Background: an optimization exercise with open tools, aiming at small area, a short achievable clock period and few clock cycles per item. Do not read the settings as production practice.
No functional check of the RTL was part of any run shown here.

==> flow/design.v, too long to show whole: its modules and the start of the top module <==
// module idc_controller: 30 lines
// module idc_datapath: 1645 lines
// module idc_fa: 10 lines
// module idc_gp: 8 lines
// module inclusive_day_count_between_dates: 44 lines
module inclusive_day_count_between_dates #(
	parameter int unsigned MAX_YEAR = 9999
) (
	input  logic        clk,
	input  logic        arst_n,
	input  logic        dates_valid,
	output logic        dates_ready,
	input  logic [4:0]  dates_start_day,
	input  logic [3:0]  dates_start_month,
	input  logic [13:0] dates_start_year,
	input  logic [4:0]  dates_end_day,
	input  logic [3:0]  dates_end_month,
	input  logic [13:0] dates_end_year,
	output logic        result_valid,
	input  logic        result_ready,
	output logic [21:0] result_day_count,
	output logic        result_order_error
);
  // ...
==> flow/flow/run.sh <==
#!/bin/bash
# The standard layout (the standard.sh, unchanged synthesis), with the
# port buffers made from the smallest buffer cell instead of the default
# choice; the resizer still upsizes them where timing needs it. ORFS writes
# each step's full log under orfs/logs; make's own output goes to
# standard.log.
set -uo pipefail
bash standard.sh "BUFFER_PORTS_ARGS=-buffer_cell sky130_fd_sc_hd__buf_1" finish > standard.log 2>&1
==> flow/standard.sh <==
#!/bin/bash
# synth_recipe.tcl (not shown) runs the flow's synth.tcl, then flattens the netlist and writes it again
# the make line also repeats each setting of config.mk as NAME=value (left out here)
make -C /OpenROAD-flow-scripts/flow DESIGN_CONFIG=/design/flow/config.mk WORK_HOME=/design/flow/orfs CLKGATE_MAP_FILE= SYNTH_SCRIPT=/design/flow/synth_recipe.tcl "${@:-finish}"
==> flow/config.mk <==
export PLATFORM = sky130hd
export DESIGN_NAME = inclusive_day_count_between_dates
export DESIGN_NICKNAME = inclusive_day_count_between_dates
export VERILOG_FILES = /design/flow/design.v
export SDC_FILE = /design/flow/constraint.sdc
export NUM_CORES = 4
export LEC_CHECK = 0
export CAP_MARGIN = 20
export CORE_MARGIN = 2
export CORE_UTILIZATION = 40
export CTS_BUF_LIST = sky130_fd_sc_hd__clkbuf_8
export CTS_CLUSTER_DIAMETER = 200
export CTS_CLUSTER_SIZE = 50
export SETUP_SLACK_MARGIN = 5
export SLEW_MARGIN = 20
export SYNTH_HIERARCHICAL = 1
==> flow/constraint.sdc <==
create_clock -name core_clock -period 10.0 [get_ports {clk}]
set_input_delay 2.0000 -clock core_clock [delete_from_list [all_inputs] [get_ports {clk}]]
set_output_delay 2.0000 -clock core_clock [all_outputs]
set_load 0.01 [all_outputs]
==> notes.md, run 1 <==
Critical Path, Cell by Cell: buf_8 -> fa_2 -> fa_1 -> ha_4 -> and2_4 -> a21o_1 -> a21o_1 -> buf_4 -> a21o_1 -> xnor2_1 -> nand3_1 -> nor4_2 -> nor4_1 -> ha_2 -> a31o_2
maximum clock path buffer count: 2
Synth area leaders: fa_1 27%, edfxtp_1 21%, ha_1 18%
clock tree cell share of total cell area: 0.0196
Setup TNS: 0 ps
Post-Syn Nets: 1,122
Remaining DRCs: 0
initial antenna violation count: 0
worst skew pair latency: 360 ps
worst slew pin tran: 1010 ps
Hold WS: 552 ps
Commonest cells post-synth: 132 x ha_1, 126 x fa_1, 119 x a21o_1, 64 x edfxtp_1, 56 x inv_1
RSZ-0062 raised after global routing: yes
worst endpoint data arrival time: 5170 ps
Slew HR: 0.323
status: finished clean
Worst Hold Path EP: u_ctrl.v2_q
largest registers: u_dp.r_q: 23 flops, u_dp.da_q: 13 flops, u_dp.v_q: 10 flops
area growth from synthesis to layout: 14.6%
gr ovfl total: 0
vias in the first global route: 6,240
met1 GRT Util: 0.240
Clock Pin Slew Worst Setup and Hold Paths: 90 ps
Multi-input gate area: 7240 sq um
# resized after CTS: 41
Top reg by flops: u_dp.r_q
grt met2 use: 0.260
sequential share of the synthesized area: 0.213
fraction of area in multi-input gates: 0.683
Syn Inst Count: 814
==> module idc_controller, before the edit <==
module idc_controller (
	input  logic clk,
	input  logic arst_n,
	input  logic in_valid,
	output logic in_ready,
	output logic out_valid,
	input  logic out_ready,
	output logic en1,
	output logic en2
);
	logic v1_q;
	logic v2_q;
	assign en2      = !v2_q || out_ready;
	assign en1      = !v1_q || en2;
	assign in_ready = en1;
	always_ff @(posedge clk or negedge arst_n) begin
		if (!arst_n) begin
			v1_q <= 1'b0;
			v2_q <= 1'b0;
		end else begin
			if (en1) begin
				v1_q <= in_valid;
			end
			if (en2) begin
				v2_q <= v1_q;
			end
		end
	end
	assign out_valid = v2_q;
endmodule
==> module inclusive_day_count_between_dates, before the edit <==
module inclusive_day_count_between_dates #(
	parameter int unsigned MAX_YEAR = 9999
) (
	input  logic        clk,
	input  logic        arst_n,
	input  logic        dates_valid,
	output logic        dates_ready,
	input  logic [4:0]  dates_start_day,
	input  logic [3:0]  dates_start_month,
	input  logic [13:0] dates_start_year,
	input  logic [4:0]  dates_end_day,
	input  logic [3:0]  dates_end_month,
	input  logic [13:0] dates_end_year,
	output logic        result_valid,
	input  logic        result_ready,
	output logic [21:0] result_day_count,
	output logic        result_order_error
);
	logic en1;
	logic en2;
	idc_controller u_ctrl (
		.clk       (clk),
		.arst_n    (arst_n),
		.in_valid  (dates_valid),
		.in_ready  (dates_ready),
		.out_valid (result_valid),
		.out_ready (result_ready),
		.en1       (en1),
		.en2       (en2)
	);
	idc_datapath u_dp (
		.clk         (clk),
		.en1         (en1),
		.en2         (en2),
		.s_day       (dates_start_day),
		.s_month     (dates_start_month),
		.s_year      (dates_start_year),
		.e_day       (dates_end_day),
		.e_month     (dates_end_month),
		.e_year      (dates_end_year),
		.day_count   (result_day_count),
		.order_error (result_order_error)
	);
endmodule
==> run 2: changes to the inputs <==
--- a/flow/design.v
+++ b/flow/design.v
@@ -21,23 +21,25 @@
 module idc_controller (
 	input  logic clk,
 	input  logic arst_n,
 	input  logic in_valid,
 	output logic in_ready,
 	output logic out_valid,
 	input  logic out_ready,
 	output logic en1,
-	output logic en2
+	output logic en2,
+	output logic full
 );
 	logic v1_q;
 	logic v2_q;
 	assign en2      = !v2_q || out_ready;
 	assign en1      = !v1_q || en2;
 	assign in_ready = en1;
+	assign full     = v1_q && v2_q;
 	always_ff @(posedge clk or negedge arst_n) begin
 		if (!arst_n) begin
 			v1_q <= 1'b0;
 			v2_q <= 1'b0;
 		end else begin
 			if (en1) begin
 				v1_q <= in_valid;
 			end
@@ -210,16 +212,28 @@
 	logic s_v_140;
 	logic s_v_141;
 	logic s_v_142;
 	logic s_v_143;
 	logic s_v_144;
 	logic s_v_145;
 	logic s_v_146;
 	logic s_v_147;
+	logic s_v_148;
+	logic s_v_149;
+	logic s_v_150;
+	logic s_v_151;
+	logic s_v_152;
+	logic s_v_153;
+	logic s_v_154;
+	logic s_v_155;
+	logic s_v_156;
+	logic s_v_157;
+	logic s_v_158;
+	logic s_v_159;
 	assign s_y    = s_year;
 	assign s_yn   = ~s_year;
 	assign s_zero = (s_y == 14'd0);
 	assign s_big  = (s_y > 14'd9999);
 	assign s_lowz = (s_y[6:2] == 5'd0);
 	assign s_v_1 = s_y[2] ^ s_y[4];
 	assign s_v_2 = s_y[2] & s_y[4];
 	idc_fa u_s_v_3 (.a(s_y[3]), .b(s_y[5]), .c(s_y[8]), .s(s_v_3), .co(s_v_4));
@@ -296,72 +310,84 @@
 	idc_gp u_s_v_85 (.gh(s_v_64), .ph(s_v_63), .gl(s_v_62), .g(s_v_85));
 	assign s_v_86 = s_v_63 & s_v_61;
 	idc_gp u_s_v_87 (.gh(s_v_68), .ph(s_v_67), .gl(s_v_66), .g(s_v_87));
 	assign s_v_88 = s_v_67 & s_v_65;
 	idc_gp u_s_v_89 (.gh(s_v_72), .ph(s_v_71), .gl(s_v_70), .g(s_v_89));
 	assign s_v_90 = s_v_71 & s_v_69;
 	idc_gp u_s_v_91 (.gh(s_v_76), .ph(s_v_75), .gl(s_v_74), .g(s_v_91));
 	assign s_v_92 = s_v_75 & s_v_73;
-	idc_gp u_s_v_93 (.gh(s_v_79), .ph(s_v_80), .gl(s_v_77), .g(s_v_93));
-	assign s_v_94 = s_v_80 & s_v_78;
-	idc_gp u_s_v_95 (.gh(s_v_83), .ph(s_v_84), .gl(s_v_81), .g(s_v_95));
-	assign s_v_96 = s_v_84 & s_v_82;
-	idc_gp u_s_v_97 (.gh(s_v_87), .ph(s_v_88), .gl(s_v_85), .g(s_v_97));
-	assign s_v_98 = s_v_88 & s_v_86;
-	idc_gp u_s_v_99 (.gh(s_v_91), .ph(s_v_92), .gl(s_v_89), .g(s_v_99));
-	assign s_v_100 = s_v_92 & s_v_90;
-	idc_gp u_s_v_101 (.gh(s_v_95), .ph(s_v_96), .gl(s_v_93), .g(s_v_101));
-	assign s_v_102 = s_v_96 & s_v_94;
-	idc_gp u_s_v_103 (.gh(s_v_99), .ph(s_v_100), .gl(s_v_97), .g(s_v_103));
-	assign s_v_104 = s_v_100 & s_v_98;
-	idc_gp u_s_v_105 (.gh(s_v_103), .ph(s_v_104), .gl(s_v_101), .g(s_v_105));
-	assign s_v_106 = s_v_104 & s_v_102;
-	idc_gp u_s_v_107 (.gh(s_v_97), .ph(s_v_98), .gl(s_v_101), .g(s_v_107));
-	assign s_v_108 = s_v_98 & s_v_102;
-	idc_gp u_s_v_109 (.gh(s_v_81), .ph(s_v_82), .gl(s_v_93), .g(s_v_109));
-	assign s_v_110 = s_v_82 & s_v_94;
-	idc_gp u_s_v_111 (.gh(s_v_85), .ph(s_v_86), .gl(s_v_101), .g(s_v_111));
-	assign s_v_112 = s_v_86 & s_v_102;
-	idc_gp u_s_v_113 (.gh(s_v_89), .ph(s_v_90), .gl(s_v_107), .g(s_v_113));
-	assign s_v_114 = s_v_90 & s_v_108;
-	idc_gp u_s_v_115 (.gh(s_v_50), .ph(s_v_49), .gl(s_v_77), .g(s_v_115));
-	assign s_v_116 = s_v_49 & s_v_78;
-	idc_gp u_s_v_117 (.gh(s_v_54), .ph(s_v_53), .gl(s_v_93), .g(s_v_117));
-	assign s_v_118 = s_v_53 & s_v_94;
-	idc_gp u_s_v_119 (.gh(s_v_58), .ph(s_v_57), .gl(s_v_109), .g(s_v_119));
-	assign s_v_120 = s_v_57 & s_v_110;
-	idc_gp u_s_v_121 (.gh(s_v_62), .ph(s_v_61), .gl(s_v_101), .g(s_v_121));
-	assign s_v_122 = s_v_61 & s_v_102;
-	idc_gp u_s_v_123 (.gh(s_v_66), .ph(s_v_65), .gl(s_v_111), .g(s_v_123));
-	assign s_v_124 = s_v_65 & s_v_112;
-	idc_gp u_s_v_125 (.gh(s_v_70), .ph(s_v_69), .gl(s_v_107), .g(s_v_125));
-	assign s_v_126 = s_v_69 & s_v_108;
-	idc_gp u_s_v_127 (.gh(s_v_74), .ph(s_v_73), .gl(s_v_113), .g(s_v_127));
-	assign s_v_128 = s_v_73 & s_v_114;
-	idc_gp u_s_v_129 (.gh(1'b0), .ph(s_y[13]), .gl(s_v_105), .g(s_v_129));
-	assign s_v_130 = s_y[13] & s_v_106;
-	assign s_v_131 = s_v_45;
-	assign s_v_132 = s_v_47 ^ s_v_46;
-	assign s_v_133 = s_v_49 ^ s_v_77;
-	assign s_v_134 = s_v_51 ^ s_v_115;
-	assign s_v_135 = s_v_53 ^ s_v_93;
-	assign s_v_136 = s_v_55 ^ s_v_117;
-	assign s_v_137 = s_v_57 ^ s_v_109;
-	assign s_v_138 = s_v_59 ^ s_v_119;
-	assign s_v_139 = s_v_61 ^ s_v_101;
-	assign s_v_140 = s_v_63 ^ s_v_121;
-	assign s_v_141 = s_v_65 ^ s_v_111;
-	assign s_v_142 = s_v_67 ^ s_v_123;
-	assign s_v_143 = s_v_69 ^ s_v_107;
-	assign s_v_144 = s_v_71 ^ s_v_125;
-	assign s_v_145 = s_v_73 ^ s_v_113;
-	assign s_v_146 = s_v_75 ^ s_v_127;
-	assign s_v_147 = s_y[13] ^ s_v_105;
-	assign s_ds   = {s_v_147, s_v_146, s_v_145, s_v_144, s_v_143, s_v_142, s_v_141, s_v_140, s_v_139, s_v_138, s_v_137, s_v_136, s_v_135, s_v_134, s_v_133, s_v_132, s_v_131};
+	idc_gp u_s_v_93 (.gh(s_v_50), .ph(s_v_49), .gl(s_v_77), .g(s_v_93));
+	assign s_v_94 = s_v_49 & s_v_78;
+	idc_gp u_s_v_95 (.gh(s_v_79), .ph(s_v_80), .gl(s_v_77), .g(s_v_95));
+	assign s_v_96 = s_v_80 & s_v_78;
+	idc_gp u_s_v_97 (.gh(s_v_58), .ph(s_v_57), .gl(s_v_81), .g(s_v_97));
+	assign s_v_98 = s_v_57 & s_v_82;
+	idc_gp u_s_v_99 (.gh(s_v_83), .ph(s_v_84), .gl(s_v_81), .g(s_v_99));
+	assign s_v_100 = s_v_84 & s_v_82;
+	idc_gp u_s_v_101 (.gh(s_v_66), .ph(s_v_65), .gl(s_v_85), .g(s_v_101));
+	assign s_v_102 = s_v_65 & s_v_86;
+	idc_gp u_s_v_103 (.gh(s_v_87), .ph(s_v_88), .gl(s_v_85), .g(s_v_103));
+	assign s_v_104 = s_v_88 & s_v_86;
+	idc_gp u_s_v_105 (.gh(s_v_74), .ph(s_v_73), .gl(s_v_89), .g(s_v_105));
+	assign s_v_106 = s_v_73 & s_v_90;
+	idc_gp u_s_v_107 (.gh(s_v_91), .ph(s_v_92), .gl(s_v_89), .g(s_v_107));
+	assign s_v_108 = s_v_92 & s_v_90;
+	idc_gp u_s_v_109 (.gh(s_v_54), .ph(s_v_53), .gl(s_v_95), .g(s_v_109));
+	assign s_v_110 = s_v_53 & s_v_96;
+	idc_gp u_s_v_111 (.gh(s_v_81), .ph(s_v_82), .gl(s_v_95), .g(s_v_111));
+	assign s_v_112 = s_v_82 & s_v_96;
+	idc_gp u_s_v_113 (.gh(s_v_97), .ph(s_v_98), .gl(s_v_95), .g(s_v_113));
+	assign s_v_114 = s_v_98 & s_v_96;
+	idc_gp u_s_v_115 (.gh(s_v_99), .ph(s_v_100), .gl(s_v_95), .g(s_v_115));
+	assign s_v_116 = s_v_100 & s_v_96;
+	idc_gp u_s_v_117 (.gh(s_v_70), .ph(s_v_69), .gl(s_v_103), .g(s_v_117));
+	assign s_v_118 = s_v_69 & s_v_104;
+	idc_gp u_s_v_119 (.gh(s_v_89), .ph(s_v_90), .gl(s_v_103), .g(s_v_119));
+	assign s_v_120 = s_v_90 & s_v_104;
+	idc_gp u_s_v_121 (.gh(s_v_105), .ph(s_v_106), .gl(s_v_103), .g(s_v_121));
+	assign s_v_122 = s_v_106 & s_v_104;
+	idc_gp u_s_v_123 (.gh(s_v_107), .ph(s_v_108), .gl(s_v_103), .g(s_v_123));
+	assign s_v_124 = s_v_108 & s_v_104;
+	idc_gp u_s_v_125 (.gh(s_v_62), .ph(s_v_61), .gl(s_v_115), .g(s_v_125));
+	assign s_v_126 = s_v_61 & s_v_116;
+	idc_gp u_s_v_127 (.gh(s_v_85), .ph(s_v_86), .gl(s_v_115), .g(s_v_127));
+	assign s_v_128 = s_v_86 & s_v_116;
+	idc_gp u_s_v_129 (.gh(s_v_101), .ph(s_v_102), .gl(s_v_115), .g(s_v_129));
+	assign s_v_130 = s_v_102 & s_v_116;
+	idc_gp u_s_v_131 (.gh(s_v_103), .ph(s_v_104), .gl(s_v_115), .g(s_v_131));
+	assign s_v_132 = s_v_104 & s_v_116;
+	idc_gp u_s_v_133 (.gh(s_v_117), .ph(s_v_118), .gl(s_v_115), .g(s_v_133));
+	assign s_v_134 = s_v_118 & s_v_116;
+	idc_gp u_s_v_135 (.gh(s_v_119), .ph(s_v_120), .gl(s_v_115), .g(s_v_135));
+	assign s_v_136 = s_v_120 & s_v_116;
+	idc_gp u_s_v_137 (.gh(s_v_121), .ph(s_v_122), .gl(s_v_115), .g(s_v_137));
+	assign s_v_138 = s_v_122 & s_v_116;
+	idc_gp u_s_v_139 (.gh(s_v_123), .ph(s_v_124), .gl(s_v_115), .g(s_v_139));
+	assign s_v_140 = s_v_124 & s_v_116;
+	idc_gp u_s_v_141 (.gh(1'b0), .ph(s_y[13]), .gl(s_v_139), .g(s_v_141));
+	assign s_v_142 = s_y[13] & s_v_140;
+	assign s_v_143 = s_v_45;
+	assign s_v_144 = s_v_47 ^ s_v_46;
+	assign s_v_145 = s_v_49 ^ s_v_77;
+	assign s_v_146 = s_v_51 ^ s_v_93;
+	assign s_v_147 = s_v_53 ^ s_v_95;
+	assign s_v_148 = s_v_55 ^ s_v_109;
+	assign s_v_149 = s_v_57 ^ s_v_111;
+	assign s_v_150 = s_v_59 ^ s_v_113;
+	assign s_v_151 = s_v_61 ^ s_v_115;
+	assign s_v_152 = s_v_63 ^ s_v_125;
+	assign s_v_153 = s_v_65 ^ s_v_127;
+	assign s_v_154 = s_v_67 ^ s_v_129;
+	assign s_v_155 = s_v_69 ^ s_v_131;
+	assign s_v_156 = s_v_71 ^ s_v_133;
+	assign s_v_157 = s_v_73 ^ s_v_135;
+	assign s_v_158 = s_v_75 ^ s_v_137;
+	assign s_v_159 = s_y[13] ^ s_v_139;
+	assign s_ds   = {s_v_159, s_v_158, s_v_157, s_v_156, s_v_155, s_v_154, s_v_153, s_v_152, s_v_151, s_v_150, s_v_149, s_v_148, s_v_147, s_v_146, s_v_145, s_v_144, s_v_143};
 	assign s_zr   = (s_ds[9:5] == 5'd0);
 	assign s_c    = s_big ? 7'd100 : s_ds[16:10];
 	logic [1:0]  s_g;
 	assign s_g    = {s_c[1] & s_c[0], s_c[1] & !s_c[0]};
 	assign s_a    = s_big ? 12'd2499 : s_y[13:2];
 	assign s_b    = s_big ? 2'd3 : (s_zero ? 2'd1 : s_y[1:0]);
 	assign s_lp   = (s_month < 4'd3) && !s_big && !s_zero && (s_y[1:0] == 2'd0)
 		&& (!s_zr || (s_ds[11:10] == 2'd1));
@@ -515,16 +541,28 @@
 	logic e_v_140;
 	logic e_v_141;
 	logic e_v_142;
 	logic e_v_143;
 	logic e_v_144;
 	logic e_v_145;
 	logic e_v_146;
 	logic e_v_147;
+	logic e_v_148;
+	logic e_v_149;
+	logic e_v_150;
+	logic e_v_151;
+	logic e_v_152;
+	logic e_v_153;
+	logic e_v_154;
+	logic e_v_155;
+	logic e_v_156;
+	logic e_v_157;
+	logic e_v_158;
+	logic e_v_159;
 	assign e_y    = e_year;
 	assign e_yn   = ~e_year;
 	assign e_zero = (e_y == 14'd0);
 	assign e_big  = (e_y > 14'd9999);
 	assign e_lowz = (e_y[6:2] == 5'd0);
 	assign e_v_1 = e_y[2] ^ e_y[4];
 	assign e_v_2 = e_y[2] & e_y[4];
 	idc_fa u_e_v_3 (.a(e_y[3]), .b(e_y[5]), .c(e_y[8]), .s(e_v_3), .co(e_v_4));
@@ -601,72 +639,84 @@
 	idc_gp u_e_v_85 (.gh(e_v_64), .ph(e_v_63), .gl(e_v_62), .g(e_v_85));
 	assign e_v_86 = e_v_63 & e_v_61;
 	idc_gp u_e_v_87 (.gh(e_v_68), .ph(e_v_67), .gl(e_v_66), .g(e_v_87));
 	assign e_v_88 = e_v_67 & e_v_65;
 	idc_gp u_e_v_89 (.gh(e_v_72), .ph(e_v_71), .gl(e_v_70), .g(e_v_89));
 	assign e_v_90 = e_v_71 & e_v_69;
 	idc_gp u_e_v_91 (.gh(e_v_76), .ph(e_v_75), .gl(e_v_74), .g(e_v_91));
 	assign e_v_92 = e_v_75 & e_v_73;
-	idc_gp u_e_v_93 (.gh(e_v_79), .ph(e_v_80), .gl(e_v_77), .g(e_v_93));
-	assign e_v_94 = e_v_80 & e_v_78;
-	idc_gp u_e_v_95 (.gh(e_v_83), .ph(e_v_84), .gl(e_v_81), .g(e_v_95));
-	assign e_v_96 = e_v_84 & e_v_82;
-	idc_gp u_e_v_97 (.gh(e_v_87), .ph(e_v_88), .gl(e_v_85), .g(e_v_97));
-	assign e_v_98 = e_v_88 & e_v_86;
-	idc_gp u_e_v_99 (.gh(e_v_91), .ph(e_v_92), .gl(e_v_89), .g(e_v_99));
-	assign e_v_100 = e_v_92 & e_v_90;
-	idc_gp u_e_v_101 (.gh(e_v_95), .ph(e_v_96), .gl(e_v_93), .g(e_v_101));
-	assign e_v_102 = e_v_96 & e_v_94;
-	idc_gp u_e_v_103 (.gh(e_v_99), .ph(e_v_100), .gl(e_v_97), .g(e_v_103));
-	assign e_v_104 = e_v_100 & e_v_98;
-	idc_gp u_e_v_105 (.gh(e_v_103), .ph(e_v_104), .gl(e_v_101), .g(e_v_105));
-	assign e_v_106 = e_v_104 & e_v_102;
-	idc_gp u_e_v_107 (.gh(e_v_97), .ph(e_v_98), .gl(e_v_101), .g(e_v_107));
-	assign e_v_108 = e_v_98 & e_v_102;
-	idc_gp u_e_v_109 (.gh(e_v_81), .ph(e_v_82), .gl(e_v_93), .g(e_v_109));
-	assign e_v_110 = e_v_82 & e_v_94;
-	idc_gp u_e_v_111 (.gh(e_v_85), .ph(e_v_86), .gl(e_v_101), .g(e_v_111));
-	assign e_v_112 = e_v_86 & e_v_102;
-	idc_gp u_e_v_113 (.gh(e_v_89), .ph(e_v_90), .gl(e_v_107), .g(e_v_113));
-	assign e_v_114 = e_v_90 & e_v_108;
-	idc_gp u_e_v_115 (.gh(e_v_50), .ph(e_v_49), .gl(e_v_77), .g(e_v_115));
-	assign e_v_116 = e_v_49 & e_v_78;
-	idc_gp u_e_v_117 (.gh(e_v_54), .ph(e_v_53), .gl(e_v_93), .g(e_v_117));
-	assign e_v_118 = e_v_53 & e_v_94;
-	idc_gp u_e_v_119 (.gh(e_v_58), .ph(e_v_57), .gl(e_v_109), .g(e_v_119));
-	assign e_v_120 = e_v_57 & e_v_110;
-	idc_gp u_e_v_121 (.gh(e_v_62), .ph(e_v_61), .gl(e_v_101), .g(e_v_121));
-	assign e_v_122 = e_v_61 & e_v_102;
-	idc_gp u_e_v_123 (.gh(e_v_66), .ph(e_v_65), .gl(e_v_111), .g(e_v_123));
-	assign e_v_124 = e_v_65 & e_v_112;
-	idc_gp u_e_v_125 (.gh(e_v_70), .ph(e_v_69), .gl(e_v_107), .g(e_v_125));
-	assign e_v_126 = e_v_69 & e_v_108;
-	idc_gp u_e_v_127 (.gh(e_v_74), .ph(e_v_73), .gl(e_v_113), .g(e_v_127));
-	assign e_v_128 = e_v_73 & e_v_114;
-	idc_gp u_e_v_129 (.gh(1'b0), .ph(e_y[13]), .gl(e_v_105), .g(e_v_129));
-	assign e_v_130 = e_y[13] & e_v_106;
-	assign e_v_131 = e_v_45;
-	assign e_v_132 = e_v_47 ^ e_v_46;
-	assign e_v_133 = e_v_49 ^ e_v_77;
-	assign e_v_134 = e_v_51 ^ e_v_115;
-	assign e_v_135 = e_v_53 ^ e_v_93;
-	assign e_v_136 = e_v_55 ^ e_v_117;
-	assign e_v_137 = e_v_57 ^ e_v_109;
-	assign e_v_138 = e_v_59 ^ e_v_119;
-	assign e_v_139 = e_v_61 ^ e_v_101;
-	assign e_v_140 = e_v_63 ^ e_v_121;
-	assign e_v_141 = e_v_65 ^ e_v_111;
-	assign e_v_142 = e_v_67 ^ e_v_123;
-	assign e_v_143 = e_v_69 ^ e_v_107;
-	assign e_v_144 = e_v_71 ^ e_v_125;
-	assign e_v_145 = e_v_73 ^ e_v_113;
-	assign e_v_146 = e_v_75 ^ e_v_127;
-	assign e_v_147 = e_y[13] ^ e_v_105;
-	assign e_ds   = {e_v_147, e_v_146, e_v_145, e_v_144, e_v_143, e_v_142, e_v_141, e_v_140, e_v_139, e_v_138, e_v_137, e_v_136, e_v_135, e_v_134, e_v_133, e_v_132, e_v_131};
+	idc_gp u_e_v_93 (.gh(e_v_50), .ph(e_v_49), .gl(e_v_77), .g(e_v_93));
+	assign e_v_94 = e_v_49 & e_v_78;
+	idc_gp u_e_v_95 (.gh(e_v_79), .ph(e_v_80), .gl(e_v_77), .g(e_v_95));
+	assign e_v_96 = e_v_80 & e_v_78;
+	idc_gp u_e_v_97 (.gh(e_v_58), .ph(e_v_57), .gl(e_v_81), .g(e_v_97));
+	assign e_v_98 = e_v_57 & e_v_82;
+	idc_gp u_e_v_99 (.gh(e_v_83), .ph(e_v_84), .gl(e_v_81), .g(e_v_99));
+	assign e_v_100 = e_v_84 & e_v_82;
+	idc_gp u_e_v_101 (.gh(e_v_66), .ph(e_v_65), .gl(e_v_85), .g(e_v_101));
+	assign e_v_102 = e_v_65 & e_v_86;
+	idc_gp u_e_v_103 (.gh(e_v_87), .ph(e_v_88), .gl(e_v_85), .g(e_v_103));
+	assign e_v_104 = e_v_88 & e_v_86;
+	idc_gp u_e_v_105 (.gh(e_v_74), .ph(e_v_73), .gl(e_v_89), .g(e_v_105));
+	assign e_v_106 = e_v_73 & e_v_90;
+	idc_gp u_e_v_107 (.gh(e_v_91), .ph(e_v_92), .gl(e_v_89), .g(e_v_107));
+	assign e_v_108 = e_v_92 & e_v_90;
+	idc_gp u_e_v_109 (.gh(e_v_54), .ph(e_v_53), .gl(e_v_95), .g(e_v_109));
+	assign e_v_110 = e_v_53 & e_v_96;
+	idc_gp u_e_v_111 (.gh(e_v_81), .ph(e_v_82), .gl(e_v_95), .g(e_v_111));
+	assign e_v_112 = e_v_82 & e_v_96;
+	idc_gp u_e_v_113 (.gh(e_v_97), .ph(e_v_98), .gl(e_v_95), .g(e_v_113));
+	assign e_v_114 = e_v_98 & e_v_96;
+	idc_gp u_e_v_115 (.gh(e_v_99), .ph(e_v_100), .gl(e_v_95), .g(e_v_115));
+	assign e_v_116 = e_v_100 & e_v_96;
+	idc_gp u_e_v_117 (.gh(e_v_70), .ph(e_v_69), .gl(e_v_103), .g(e_v_117));
+	assign e_v_118 = e_v_69 & e_v_104;
+	idc_gp u_e_v_119 (.gh(e_v_89), .ph(e_v_90), .gl(e_v_103), .g(e_v_119));
+	assign e_v_120 = e_v_90 & e_v_104;
+	idc_gp u_e_v_121 (.gh(e_v_105), .ph(e_v_106), .gl(e_v_103), .g(e_v_121));
+	assign e_v_122 = e_v_106 & e_v_104;
+	idc_gp u_e_v_123 (.gh(e_v_107), .ph(e_v_108), .gl(e_v_103), .g(e_v_123));
+	assign e_v_124 = e_v_108 & e_v_104;
+	idc_gp u_e_v_125 (.gh(e_v_62), .ph(e_v_61), .gl(e_v_115), .g(e_v_125));
+	assign e_v_126 = e_v_61 & e_v_116;
+	idc_gp u_e_v_127 (.gh(e_v_85), .ph(e_v_86), .gl(e_v_115), .g(e_v_127));
+	assign e_v_128 = e_v_86 & e_v_116;
+	idc_gp u_e_v_129 (.gh(e_v_101), .ph(e_v_102), .gl(e_v_115), .g(e_v_129));
+	assign e_v_130 = e_v_102 & e_v_116;
+	idc_gp u_e_v_131 (.gh(e_v_103), .ph(e_v_104), .gl(e_v_115), .g(e_v_131));
+	assign e_v_132 = e_v_104 & e_v_116;
+	idc_gp u_e_v_133 (.gh(e_v_117), .ph(e_v_118), .gl(e_v_115), .g(e_v_133));
+	assign e_v_134 = e_v_118 & e_v_116;
+	idc_gp u_e_v_135 (.gh(e_v_119), .ph(e_v_120), .gl(e_v_115), .g(e_v_135));
+	assign e_v_136 = e_v_120 & e_v_116;
+	idc_gp u_e_v_137 (.gh(e_v_121), .ph(e_v_122), .gl(e_v_115), .g(e_v_137));
+	assign e_v_138 = e_v_122 & e_v_116;
+	idc_gp u_e_v_139 (.gh(e_v_123), .ph(e_v_124), .gl(e_v_115), .g(e_v_139));
+	assign e_v_140 = e_v_124 & e_v_116;
+	idc_gp u_e_v_141 (.gh(1'b0), .ph(e_y[13]), .gl(e_v_139), .g(e_v_141));
+	assign e_v_142 = e_y[13] & e_v_140;
+	assign e_v_143 = e_v_45;
+	assign e_v_144 = e_v_47 ^ e_v_46;
+	assign e_v_145 = e_v_49 ^ e_v_77;
+	assign e_v_146 = e_v_51 ^ e_v_93;
+	assign e_v_147 = e_v_53 ^ e_v_95;
+	assign e_v_148 = e_v_55 ^ e_v_109;
+	assign e_v_149 = e_v_57 ^ e_v_111;
+	assign e_v_150 = e_v_59 ^ e_v_113;
+	assign e_v_151 = e_v_61 ^ e_v_115;
+	assign e_v_152 = e_v_63 ^ e_v_125;
+	assign e_v_153 = e_v_65 ^ e_v_127;
+	assign e_v_154 = e_v_67 ^ e_v_129;
+	assign e_v_155 = e_v_69 ^ e_v_131;
+	assign e_v_156 = e_v_71 ^ e_v_133;
+	assign e_v_157 = e_v_73 ^ e_v_135;
+	assign e_v_158 = e_v_75 ^ e_v_137;
+	assign e_v_159 = e_y[13] ^ e_v_139;
+	assign e_ds   = {e_v_159, e_v_158, e_v_157, e_v_156, e_v_155, e_v_154, e_v_153, e_v_152, e_v_151, e_v_150, e_v_149, e_v_148, e_v_147, e_v_146, e_v_145, e_v_144, e_v_143};
 	assign e_zr   = (e_ds[9:5] == 5'd0);
 	assign e_c    = e_big ? 7'd100 : e_ds[16:10];
 	logic [1:0]  e_g;
 	assign e_g    = {e_c[1] & e_c[0], e_c[1] & !e_c[0]};
 	assign e_a    = e_big ? 12'd2499 : e_y[13:2];
 	assign e_b    = e_big ? 2'd3 : (e_zero ? 2'd1 : e_y[1:0]);
 	assign e_lp   = (e_month < 4'd3) && !e_big && !e_zero && (e_y[1:0] == 2'd0)
 		&& (!e_zr || (e_ds[11:10] == 2'd1));
@@ -821,57 +871,35 @@
 	assign d_v_72 = d_v_17 ^ d_v_44;
 	assign d_v_73 = d_v_19 ^ d_v_58;
 	assign d_v_74 = d_v_21 ^ d_v_50;
 	assign d_v_75 = d_v_23 ^ d_v_60;
 	assign d_v_76 = 1'b1 ^ d_v_46;
 	logic [12:0] da;
 	assign da = {d_v_76, d_v_75, d_v_74, d_v_73, d_v_72, d_v_71, d_v_70, d_v_69, d_v_68, d_v_67, d_v_66, d_v_65, d_v_64};
 	logic [8:0] te_t;
-	always_comb begin
-		case (e_month)
-			4'd0: te_t = 9'd0;
-			4'd1: te_t = 9'd0;
-			4'd2: te_t = 9'd31;
-			4'd3: te_t = 9'd59;
-			4'd4: te_t = 9'd90;
-			4'd5: te_t = 9'd120;
-			4'd6: te_t = 9'd151;
-			4'd7: te_t = 9'd181;
-			4'd8: te_t = 9'd212;
-			4'd9: te_t = 9'd243;
-			4'd10: te_t = 9'd273;
-			4'd11: te_t = 9'd304;
-			4'd12: te_t = 9'd334;
-			4'd13: te_t = 9'd365;
-			4'd14: te_t = 9'd365;
-			4'd15: te_t = 9'd365;
-		endcase
-	end
+	assign te_t[0] = (e_month == 4'd2) || (e_month == 4'd3) || (e_month == 4'd6) || (e_month == 4'd7) || (e_month == 4'd9) || (e_month == 4'd10) || (e_month == 4'd13) || (e_month == 4'd14) || (e_month == 4'd15);
+	assign te_t[1] = (e_month == 4'd2) || (e_month == 4'd3) || (e_month == 4'd4) || (e_month == 4'd6) || (e_month == 4'd9) || (e_month == 4'd12);
+	assign te_t[2] = (e_month == 4'd2) || (e_month == 4'd6) || (e_month == 4'd7) || (e_month == 4'd8) || (e_month == 4'd12) || (e_month == 4'd13) || (e_month == 4'd14) || (e_month == 4'd15);
+	assign te_t[3] = (e_month == 4'd2) || (e_month == 4'd3) || (e_month == 4'd4) || (e_month == 4'd5) || (e_month == 4'd12) || (e_month == 4'd13) || (e_month == 4'd14) || (e_month == 4'd15);
+	assign te_t[4] = (e_month == 4'd2) || (e_month == 4'd3) || (e_month == 4'd4) || (e_month == 4'd5) || (e_month == 4'd6) || (e_month == 4'd7) || (e_month == 4'd8) || (e_month == 4'd9) || (e_month == 4'd10) || (e_month == 4'd11);
+	assign te_t[5] = (e_month == 4'd3) || (e_month == 4'd5) || (e_month == 4'd7) || (e_month == 4'd9) || (e_month == 4'd11) || (e_month == 4'd13) || (e_month == 4'd14) || (e_month == 4'd15);
+	assign te_t[6] = (e_month == 4'd4) || (e_month == 4'd5) || (e_month == 4'd8) || (e_month == 4'd9) || (e_month == 4'd12) || (e_month == 4'd13) || (e_month == 4'd14) || (e_month == 4'd15);
+	assign te_t[7] = (e_month == 4'd6) || (e_month == 4'd7) || (e_month == 4'd8) || (e_month == 4'd9);
+	assign te_t[8] = (e_month == 4'd10) || (e_month == 4'd11) || (e_month == 4'd12) || (e_month == 4'd13) || (e_month == 4'd14) || (e_month == 4'd15);
 	logic [8:0] ts_t;
-	always_comb begin
-		case (s_month)
-			4'd0: ts_t = 9'd365;
-			4'd1: ts_t = 9'd365;
-			4'd2: ts_t = 9'd334;
-			4'd3: ts_t = 9'd306;
-			4'd4: ts_t = 9'd275;
-			4'd5: ts_t = 9'd245;
-			4'd6: ts_t = 9'd214;
-			4'd7: ts_t = 9'd184;
-			4'd8: ts_t = 9'd153;
-			4'd9: ts_t = 9'd122;
-			4'd10: ts_t = 9'd92;
-			4'd11: ts_t = 9'd61;
-			4'd12: ts_t = 9'd31;
-			4'd13: ts_t = 9'd0;
-			4'd14: ts_t = 9'd0;
-			4'd15: ts_t = 9'd0;
-		endcase
-	end
+	assign ts_t[0] = (s_month == 4'd0) || (s_month == 4'd1) || (s_month == 4'd4) || (s_month == 4'd5) || (s_month == 4'd8) || (s_month == 4'd11) || (s_month == 4'd12);
+	assign ts_t[1] = (s_month == 4'd2) || (s_month == 4'd3) || (s_month == 4'd4) || (s_month == 4'd6) || (s_month == 4'd9) || (s_month == 4'd12);
+	assign ts_t[2] = (s_month == 4'd0) || (s_month == 4'd1) || (s_month == 4'd2) || (s_month == 4'd5) || (s_month == 4'd6) || (s_month == 4'd10) || (s_month == 4'd11) || (s_month == 4'd12);
+	assign ts_t[3] = (s_month == 4'd0) || (s_month == 4'd1) || (s_month == 4'd2) || (s_month == 4'd7) || (s_month == 4'd8) || (s_month == 4'd9) || (s_month == 4'd10) || (s_month == 4'd11) || (s_month == 4'd12);
+	assign ts_t[4] = (s_month == 4'd3) || (s_month == 4'd4) || (s_month == 4'd5) || (s_month == 4'd6) || (s_month == 4'd7) || (s_month == 4'd8) || (s_month == 4'd9) || (s_month == 4'd10) || (s_month == 4'd11) || (s_month == 4'd12);
+	assign ts_t[5] = (s_month == 4'd0) || (s_month == 4'd1) || (s_month == 4'd3) || (s_month == 4'd5) || (s_month == 4'd7) || (s_month == 4'd9) || (s_month == 4'd11);
+	assign ts_t[6] = (s_month == 4'd0) || (s_month == 4'd1) || (s_month == 4'd2) || (s_month == 4'd5) || (s_month == 4'd6) || (s_month == 4'd9) || (s_month == 4'd10);
+	assign ts_t[7] = (s_month == 4'd5) || (s_month == 4'd6) || (s_month == 4'd7) || (s_month == 4'd8);
+	assign ts_t[8] = (s_month == 4'd0) || (s_month == 4'd1) || (s_month == 4'd2) || (s_month == 4'd3) || (s_month == 4'd4);
 	logic [4:0] sdn;
 	assign sdn = ~s_day;
 	logic w_v_1;
 	logic w_v_2;
 	logic w_v_3;
 	logic w_v_4;
 	logic w_v_5;
 	logic w_v_6;
@@ -1028,48 +1056,40 @@
 	assign w_v_82 = w_v_43 ^ w_v_71;
 	assign w_v_83 = w_v_45 ^ w_v_61;
 	assign w_v_84 = w_v_28 ^ w_v_73;
 	logic [9:0] v;
 	assign v = {w_v_84, w_v_83, w_v_82, w_v_81, w_v_80, w_v_79, w_v_78, w_v_77, w_v_76, w_v_75};
 	logic [12:0] da_q;
 	logic [6:0]  sc_q, ecn_q;
 	logic [9:0]  v_q;
-	logic [1:0]  sb_q, eb_q;
+	logic [2:0]  db_q;
 	always_ff @(posedge clk) begin
 		if (en1) begin
 			da_q  <= {~da[12], da[11:0]};
 			sc_q  <= s_u;
 			ecn_q <= ~e_u;
 			v_q   <= v;
-			sb_q  <= s_b;
-			eb_q  <= e_b;
+			db_q  <= {1'b0, e_b} - {1'b0, s_b};
 		end
 	end
 	logic [12:0] yb_t;
-	always_comb begin
-		case ({eb_q, sb_q})
-			4'd0: yb_t = 13'd3605;
-			4'd1: yb_t = 13'd3240;
-			4'd2: yb_t = 13'd2875;
-			4'd3: yb_t = 13'd2510;
-			4'd4: yb_t = 13'd3970;
-			4'd5: yb_t = 13'd3605;
-			4'd6: yb_t = 13'd3240;
-			4'd7: yb_t = 13'd2875;
-			4'd8: yb_t = 13'd4335;
-			4'd9: yb_t = 13'd3970;
-			4'd10: yb_t = 13'd3605;
-			4'd11: yb_t = 13'd3240;
-			4'd12: yb_t = 13'd4700;
-			4'd13: yb_t = 13'd4335;
-			4'd14: yb_t = 13'd3970;
-			4'd15: yb_t = 13'd3605;
-		endcase
-	end
+	assign yb_t[0] = (db_q == 3'd0) || (db_q == 3'd2) || (db_q == 3'd4) || (db_q == 3'd6);
+	assign yb_t[1] = (db_q == 3'd1) || (db_q == 3'd2) || (db_q == 3'd5) || (db_q == 3'd6);
+	assign yb_t[2] = (db_q == 3'd0) || (db_q == 3'd2) || (db_q == 3'd3) || (db_q == 3'd5);
+	assign yb_t[3] = (db_q == 3'd2) || (db_q == 3'd3) || (db_q == 3'd5) || (db_q == 3'd6) || (db_q == 3'd7);
+	assign yb_t[4] = (db_q == 3'd0) || (db_q == 3'd3) || (db_q == 3'd6);
+	assign yb_t[5] = (db_q == 3'd2) || (db_q == 3'd4) || (db_q == 3'd6) || (db_q == 3'd7);
+	assign yb_t[6] = (db_q == 3'd2) || (db_q == 3'd3) || (db_q == 3'd4) || (db_q == 3'd5);
+	assign yb_t[7] = (db_q == 3'd1) || (db_q == 3'd2) || (db_q == 3'd5) || (db_q == 3'd7);
+	assign yb_t[8] = (db_q == 3'd1) || (db_q == 3'd5) || (db_q == 3'd6);
+	assign yb_t[9] = (db_q == 3'd0) || (db_q == 3'd1) || (db_q == 3'd3) || (db_q == 3'd6);
+	assign yb_t[10] = (db_q == 3'd0) || (db_q == 3'd1) || (db_q == 3'd7);
+	assign yb_t[11] = (db_q == 3'd0) || (db_q == 3'd1) || (db_q == 3'd4) || (db_q == 3'd5) || (db_q == 3'd6) || (db_q == 3'd7);
+	assign yb_t[12] = (db_q == 3'd2) || (db_q == 3'd3);
 	logic t_1;
 	logic t_2;
 	logic t_3;
 	logic t_4;
 	logic t_5;
 	logic t_6;
 	logic t_7;
 	logic t_8;
@@ -1726,26 +1746,30 @@
 	input  logic [13:0] dates_end_year,
 	output logic        result_valid,
 	input  logic        result_ready,
 	output logic [21:0] result_day_count,
 	output logic        result_order_error
 );
 	logic en1;
 	logic en2;
+	logic full;
+	logic ready_unused;
 	idc_controller u_ctrl (
 		.clk       (clk),
 		.arst_n    (arst_n),
 		.in_valid  (dates_valid),
-		.in_ready  (dates_ready),
+		.in_ready  (ready_unused),
 		.out_valid (result_valid),
 		.out_ready (result_ready),
 		.en1       (en1),
-		.en2       (en2)
+		.en2       (en2),
+		.full      (full)
 	);
+	assign dates_ready = !full || result_ready;
 	idc_datapath u_dp (
 		.clk         (clk),
 		.en1         (en1),
 		.en2         (en2),
 		.s_day       (dates_start_day),
 		.s_month     (dates_start_month),
 		.s_year      (dates_start_year),
 		.e_day       (dates_end_day),
==> flow/flow/run.sh (replaced) <==
#!/bin/bash
# The standard layout (the standard.sh, unchanged synthesis), with the
# port buffers made from the smallest buffer cell instead of the default
# choice (the resizer still upsizes them where timing needs it), and the
# resizer's setup target 5.15 ns below the clock period instead of 5. ORFS writes
# each step's full log under orfs/logs; make's own output goes to
# standard.log.
set -uo pipefail
bash standard.sh "BUFFER_PORTS_ARGS=-buffer_cell sky130_fd_sc_hd__buf_1" SETUP_SLACK_MARGIN=5.15 finish > standard.log 2>&1
--- a/flow/config.mk
+++ b/flow/config.mk
@@ -4,13 +4,11 @@
 export VERILOG_FILES = /design/flow/design.v
 export SDC_FILE = /design/flow/constraint.sdc
 export NUM_CORES = 4
 export LEC_CHECK = 0
 export CAP_MARGIN = 20
 export CORE_MARGIN = 2
 export CORE_UTILIZATION = 40
 export CTS_BUF_LIST = sky130_fd_sc_hd__clkbuf_8
-export CTS_CLUSTER_DIAMETER = 200
-export CTS_CLUSTER_SIZE = 50
 export SETUP_SLACK_MARGIN = 5
 export SLEW_MARGIN = 20
 export SYNTH_HIERARCHICAL = 1
==> notes.md, run 2 <==
H-tree levels: 3 (unchanged)
Setup TNS: 0 ps (unchanged)
commonest non-fill, non-tap cells in the layout: 129 x a21o_1, 127 x fa_1, 109 x ha_1 (was 125 x fa_1, 119 x a21o_1, 117 x ha_1)
required time of the critical path: 10,090 ps (was 10,120 ps)
Crit Path Category: primary input to flop (unchanged)
most common cell after layout, fill and taps aside: a21o_1 (was fa_1)
highest metal used: met4 (unchanged)
root buffer cell: clkbuf_8 (unchanged)
synthesis warning total: 8 (unchanged)
worst skew pair latency: 350 ps (was 360 ps)
DRT Pass-1 Iters: 4 (unchanged)
fin. max-slew vios: 0 (unchanged)
Syn Inst Count: 809 (was 814)
vias in the first global route: 6,172 (was 6,240)
core area: 22,600 sq um (about the same)
final worst slack: 5050 ps (was 4950 ps)
DR iter-0 viols: 252 (was 263)
Die Ht: 155 um (was 156 um)
die footprint: 24,100 sq um (was 24,400 sq um)
CTS tree: built (unchanged)
hold crit path type: flop to flop (unchanged)
Starting Density: 0.405 (was 0.408)
initial antenna violation count: 0 (unchanged)
area growth from synthesis to layout: 12.8% (was 14.6%)
RSZ-0062 raised after global routing: yes (unchanged)
Detailed Place HPWL: 16,100 um (was 15,900 um)
CP delay by family, top: adder cells (unchanged)
Slew HR: 0.510 (was 0.323)
post-route minimum period: 4950 ps (was 5050 ps)
Util after Layout: 0.457 (was 0.468)
Fillers: 2,157 (was 2,095)
slowest cell delay on critical path: 560 ps (about the same)
largest net degree at the start of global routing: 41 (was 43)
RePlAce Congestion: 0.822 (was 0.883)
largest registers: u_dp.r_q: 23 flops, u_dp.da_q: 13 flops, u_dp.v_q: 10 flops (unchanged)
Die X: 155 um (was 156 um)
final count of negative-setup-slack endpoints: 0 (unchanged)
Critical Path, Cell by Cell: buf_8 -> fa_1 -> fa_1 -> ha_4 -> and2_4 -> a21o_1 -> a21o_4 -> a21o_1 -> xor2_2 -> nor2b_4 -> nor4_2 -> a2111oi_2 -> ha_2 -> a31oi_1 (was buf_8 -> fa_2 -> fa_1 -> ha_4 -> and2_4 -> a21o_1 -> a21o_1 -> buf_4 -> a21o_1 -> xnor2_1 -> nand3_1 -> nor4_2 -> nor4_1 -> ha_2 -> a31o_2)
Via Count: 6,016 (was 6,105)
period utilization: 0.495 (was 0.505)
final net count: 1,197 (was 1,218)
n_diodes: 0 (unchanged)
worst slew pin tran: 730 ps (was 1010 ps)
maximum clock path buffer count: 2 (unchanged)
clk sinks: 65 (was 66)
metal2 WL: 9110 um (was 8830 um)
Routed Antenna Nets: 0 (unchanged)
Max-Cap Viols: 0 (unchanged)
slowest CP cell: fa_1 (was fa_2)
average cell area after synthesis: 11.3 sq um (was 11.4 sq um)
CP endpoint kind: flop (unchanged)
Hold Violations, Final: 0 (unchanged)
status: finished clean (unchanged)
fmax: 0.202 GHz (was 0.198 GHz)
Place WS: 4410 ps (was 4260 ps)
row cnt: 55 (unchanged)
skew final: 12.1 ps (was 16.0 ps)
Met1 Wirelength: 9300 um (was 9450 um)
total track usage: 0.166 (was 0.164)
max reg flops: 23 (unchanged)
Post-Syn Nets: 1,102 (was 1,122)
number of port buffers: 74 (unchanged)
Buf+Inv Stages, Crit Path: 1 (was 2)
vias per cell: 5.04 (was 5.09)
worst endpoint data arrival time: 5040 ps (was 5170 ps)
Total Wirelength: 19,200 um (about the same)
layout cells sized above 1: 0.103 (was 0.132)
Clock Pin Slew Worst Setup and Hold Paths: 80 ps (was 90 ps)
met3 wire length: 644 um (was 618 um)
gr ovfl total: 0 (unchanged)
Mapped Area: 9140 sq um (was 9250 sq um)
first-pass GRT wire length: 31,700 um (was 31,400 um)
io pins: 75 (unchanged)
Top reg by flops: u_dp.r_q (unchanged)
TritonCTS Buffers: 9 (unchanged)
hold buffer count at CTS: 0 (unchanged)
Hold WS: 513 ps (was 552 ps)
Remaining DRCs: 0 (unchanged)
CP startpoint kind: primary input (unchanged)
routed len/inst: 16.1 um (was 16.0 um)
largest driver fanout on the critical path: 5 (was 2)
-- run 2: per-layer routing --
metal  vias to the layer above  GRT usage
li1                       2994          -
met1                      2918      0.245
met2                        95      0.269
met3                         9     0.0175
met4                         0     0.0323
met5                         -          0
-- run 2: final timing paths --
kind                                         from             to  slack, ps  cells past startpoint
worst max-delay path            dates_end_year[3]  u_dp.ecn_q[1]       5050                     14
worst min-delay path                  u_ctrl.v1_q    u_ctrl.v2_q        510                      1
worst max register to register       u_dp.da_q[3]   u_dp.r_q[22]       5390                     13
worst min register to register        u_ctrl.v1_q    u_ctrl.v2_q        510                      1
max in group asynchronous                  arst_n    u_ctrl.v2_q       8450                      1
min in group asynchronous                  arst_n    u_ctrl.v1_q       1420                      1
-- run 2: layout make-up --
class,instances,area [sq um],share of cell area
clock buffer,9,124,0.0120
clock inverter,7,76.3,0.00740
inverter,56,210,0.0204
multi-input combinational,675,7080,0.686
sequential,65,1940,0.188
tap,285,357,0.0346
timing repair buffer,97,529,0.0513
-- run 2: worst reg2reg max path, cell delays in order, from the launching register on --
cell,delay [ps]
edfxtp_1,550
fa_1,510
fa_1,470
fa_1,600
fa_1,420
ha_1,320
a21o_1,210
a21o_1,150
a21o_1,220
a21o_1,230
a21o_1,210
a21o_1,170
xnor2_1,130
xnor2_1,150
-- run 2: metrics by stage --
stage                     area [sq um]  std cells
after floorplan                   9180        809
after global placement            9770       1156
after detailed placement          9770       1156
after CTS                        10100       1176
after global routing             10300       1194
final                            10300       1194
-- run 2: timing repair --
action / in CTS / in global routing
endpoints found under the setup margin: 7 / 8
gates resized for setup: 35 / 27
buffers inserted: 4 / 18
pin swaps: 4 / 6

-- afterwards: timing with drivers on the ports --
How much do the figures lean on ideal ports? The routed layouts below were timed once more, with nothing changed but the port constraints.
Step 1 assumes that a clkbuf_16 drives the clock port and a buf_2 every other input.
Step 2 adds t to the input delays and takes it off the output delays; t is the mean of the earliest and latest rising clock arrival at the registers after step 1. Input paths then give back, and output paths get back, about the clock's delay inside the block.
Slacks: no drivers / after step 1 / after step 2; pairs: no drivers / after step 1.
run	t (ns)	slack for setup (ns)	worst setup path after step 2	worst data-port slew with drivers (ns)
run 1	0.382	4.947 / 4.944 / 4.562	input to register	0.08
run 2	0.378	5.049 / 5.042 / 4.664	input to register	0.06
After both steps every run listed still meets setup and hold.
